Background: an optimization exercise with open tools, aiming at a short achievable clock period and few clock cycles. Do not read the settings as production practice. The RTL was checked by simulation tests, not by an equivalence proof against the original design. No activity file was given, so power comes from the tool's default toggle rates.

Setup of green:
Design pipelineCpu, start of the top module:
module pipelineCpu
(
    input  logic             clk,
    input  logic             reset,
    input  logic [32-1:0] instr,
    input  logic [32-1:0] perRdData,
    output logic [32-1:0] pc,
    output logic             perWr,
    output logic             perRd,
    output logic [32-1:0] perAddr,
    output logic [32-1:0] perWdata
);
For scale: ~9300 cells after synthesis, ~3800 flip-flops, about 160 I/O pins, roughly 150000 um^2 of cells after synthesis.
clock: 7.5 ns
lec_check: 0
abc_clock_period_in_ps: 2500
cap_margin: 20
core_margin: 2
core_utilization: 30
place_density: 0.5
setup_slack_margin: 4.7
slew_margin: 20
tns_end_percent: 100
run.sh (not shown) runs the stock make flow with config.mk's settings and CLKGATE_MAP_FILE= SYNTH_SCRIPT=/design/flow/synth_recipe.tcl, a recipe that flattens the netlist after the stock synthesis.
Testbench counts of green, summed over its fixed seeds: cycles 31,492.
Input changes introduced in orange (baseline for comparison: green):
--- a/flow/design.v
+++ b/flow/design.v
@@ -312,22 +312,22 @@
     assign dUseImm = dAddi || dLw || dSw;
     logic [31:0] deOpC;
     logic        dSubtract;
     assign dSubtract = dAluOp == OP_SUB || dAluOp == OP_SLT;
     logic deLoAX, deLoAM, deLoAW, deLoAR, deAM, deAW, deAR, deHiAM;
     logic deLoBX, deLoBM, deLoBW, deLoBR, deBM, deBW, deBR, deHiBM;
     logic deLoCX, deLoCM, deLoCW, deLoCR, deCM, deCW, deCR, deHiCM;
-    logic deIsAdd, deIsSub, deIsAnd, deIsOr, deIsSlt, deSelSum, deSelDiff;
+    logic deIsAdd, deIsSub, deIsAnd, deIsOr, deIsSlt;
     always_ff @(posedge clk) begin
         deUseImm <= dUseImm;
         deAluOp  <= dAluOp;
         deDest   <= dDest;
         deOpA    <= dOpA;
         deOpB    <= dOpB;
-        deOpC    <= dUseImm ? dImm : dOpB;
+        deOpC    <= dUseImm ? dImm : (dSubtract ? ~dOpB : dOpB);
         deImm    <= dImm;
         deTarget <= dTarget;
         deLoAX   <= mXA;
         deLoAM   <= !mXA && mMA;
         deLoAW   <= !mXA && !mMA && mWA;
         deLoAR   <= !mXA && !mMA && !mWA;
         deAM     <= mMA;
@@ -348,40 +348,36 @@
         deLoCR   <= dUseImm || (!mXB && !mMB && !mWB);
         deCM     <= !dUseImm && mMB;
         deCW     <= !dUseImm && !mMB && mWB;
         deCR     <= dUseImm || (!mMB && !mWB);
         deHiCM   <= !dUseImm && mXB;
         deIsAdd  <= dAluOp == OP_ADD || dAluOp == OP_SUB;
         deIsSub  <= dSubtract;
-        deSelSum <= dAluOp == OP_ADD;
-        deSelDiff <= dAluOp == OP_SUB;
         deIsAnd  <= dAluOp == OP_AND;
         deIsOr   <= dAluOp == OP_OR;
         deIsSlt  <= dAluOp == OP_SLT;
     end
     logic        x1Valid;
     logic [31:0] aFwd, bFwd, cFwd;
     logic [15:0] aLo, bLo, cLo, resLo;
     logic [16:0] sumLo;
     assign x1Valid = deValid && !exTake;
     assign aFwd = (emAlu & {32{deAM}}) | (mwData & {32{deAW}}) | (deOpA & {32{deAR}});
     assign bFwd = (emAlu & {32{deBM}}) | (mwData & {32{deBW}}) | (deOpB & {32{deBR}});
-    assign cFwd = (emAlu & {32{deCM}}) | (mwData & {32{deCW}}) | (deOpC & {32{deCR}});
+    assign cFwd = (((emAlu & {32{deCM}}) | (mwData & {32{deCW}})) ^ {32{deIsSub && !deCR}}) |
+                  (deOpC & {32{deCR}});
     assign aLo  = (xxResLo & {16{deLoAX}}) | (emAlu[15:0] & {16{deLoAM}}) |
                   (mwData[15:0] & {16{deLoAW}}) | (deOpA[15:0] & {16{deLoAR}});
     assign bLo  = (xxResLo & {16{deLoBX}}) | (emAlu[15:0] & {16{deLoBM}}) |
                   (mwData[15:0] & {16{deLoBW}}) | (deOpB[15:0] & {16{deLoBR}});
-    assign cLo  = (xxResLo & {16{deLoCX}}) | (emAlu[15:0] & {16{deLoCM}}) |
-                  (mwData[15:0] & {16{deLoCW}}) | (deOpC[15:0] & {16{deLoCR}});
-    logic [16:0] diffLo;
-    logic [7:0]  idxSum;
-    pfxAdd #(17) addLo (.a({1'b0, aLo}), .b({1'b0, cLo}), .cin(1'b0), .s(sumLo));
-    pfxAdd #(17) subLo (.a({1'b0, aLo}), .b({1'b0, ~bLo}), .cin(1'b1), .s(diffLo));
-    pfxAdd #(8) idxAdd (.a(aLo[7:0]), .b(deImm[7:0]), .cin(1'b0), .s(idxSum));
-    assign resLo = (sumLo[15:0] & {16{deSelSum}}) | (diffLo[15:0] & {16{deSelDiff}}) |
+    assign cLo  = (((xxResLo & {16{deLoCX}}) | (emAlu[15:0] & {16{deLoCM}}) |
+                    (mwData[15:0] & {16{deLoCW}})) ^ {16{deIsSub && !deLoCR}}) |
+                  (deOpC[15:0] & {16{deLoCR}});
+    pfxAdd #(17) addLo (.a({1'b0, aLo}), .b({1'b0, cLo}), .cin(deIsSub), .s(sumLo));
+    assign resLo = (sumLo[15:0] & {16{deIsAdd}}) |
                    (aLo & bLo & {16{deIsAnd}}) | ((aLo | bLo) & {16{deIsOr}});
     logic [15:0] xxCHi;
     logic        xxEqHi;
     logic        xxHiCM;
     logic        xxIsAdd, xxIsSub, xxIsAnd, xxIsOr, xxIsSlt;
     logic [64-1:0] xxIdxHot;
     always_ff @(posedge clk or negedge reset) begin
@@ -401,33 +397,33 @@
     end
     always_ff @(posedge clk) begin
         xxUseImm  <= deUseImm;
         xxAluOp   <= deAluOp;
         xxDest    <= deDest;
         xxResLo   <= resLo;
         xxStoreLo <= bLo;
-        xxCAdd    <= deIsSub ? diffLo[16] : sumLo[16];
+        xxCAdd    <= sumLo[16];
         xxEqLo    <= aLo == bLo;
         xxEqHi    <= aFwd[31:16] == bFwd[31:16];
         xxAHi     <= aFwd[31:16];
         xxBHi     <= bFwd[31:16];
-        xxCHi     <= deIsSub ? ~bFwd[31:16] : cFwd[31:16];
+        xxCHi     <= cFwd[31:16];
         xxImmHi   <= deImm[31:16];
         xxTarget  <= deTarget;
         xxHiAM    <= deHiAM;
         xxHiBM    <= deHiBM;
         xxHiCM    <= deHiCM;
         xxIsAdd   <= deIsAdd;
         xxIsSub   <= deIsSub;
         xxIsAnd   <= deIsAnd;
         xxIsOr    <= deIsOr;
         xxIsSlt   <= deIsSlt;
         if (deMemRead || deMemWrite) begin
-            xxIdx    <= idxSum[7:2];
-            xxIdxHot <= 64'(1) << idxSum[7:2];
+            xxIdx    <= sumLo[7:2];
+            xxIdxHot <= 64'(1) << sumLo[7:2];
         end
     end
     logic [15:0] aHi, bHi, cHi, sumHi, diffHi;
     logic        lt;
     logic [31:0] res;
     assign aHi = xxHiAM ? emAlu[31:16] : xxAHi;
     assign bHi = xxHiBM ? emAlu[31:16] : xxBHi;
[summary]
Compared with green, in orange part of the total power dissipated in combinational logic picked up an extra 0.2 points; number of placed instances with taps included decreased by 184 relative to the old numbers. Global-route usage: orange vs green down 0.43 points. As far as number of flip-flops and latches is concerned, green and orange perform about the same. The higher post-synthesis adder-cell area fraction of green and orange is in green. green → orange: vias per cell fell by 0.42%, amount of wire on met3 after detailed routing fell by 0.56%, synthesized cell count fell by 155, maximum number of pins on one net before global-route repair rose by 4.
Testbench counts of orange, summed over its fixed seeds: cycles 31,492.

[port drivers added, routing unchanged]
How much do the figures lean on ideal ports? The routed layouts below were timed once more, with nothing changed but the port constraints. Step 1 (the two cells are an assumption about what drives the block):
set clk [get_ports {clk}]
set_driving_cell -lib_cell sky130_fd_sc_hd__clkbuf_16 $clk
set_driving_cell -lib_cell sky130_fd_sc_hd__buf_2 [delete_from_list [all_inputs] $clk]
Step 2 adds t to the input delays and takes it off the output delays; t is the mean of the earliest and latest rising clock arrival at the registers after step 1. Input paths then give back, and output paths get back, about the clock's delay inside the block. Three values: ideal ports, drivers, drivers and shift; two values: the first two.
run | t, ns | setup WS [ns] | worst hold slack (ns)
green | 1.147 | 4.355 / 4.230 / 3.310 | 0.322 / 0.322 / 0.322
orange | 1.140 | 3.955 / 3.955 / 3.174 | 0.320 / 0.320 / 0.320
After both steps setup and hold are still met in every run listed. The setup slack of green, which loses most, moves by -0.125 ns with the drivers and by -1.045 ns with both steps.
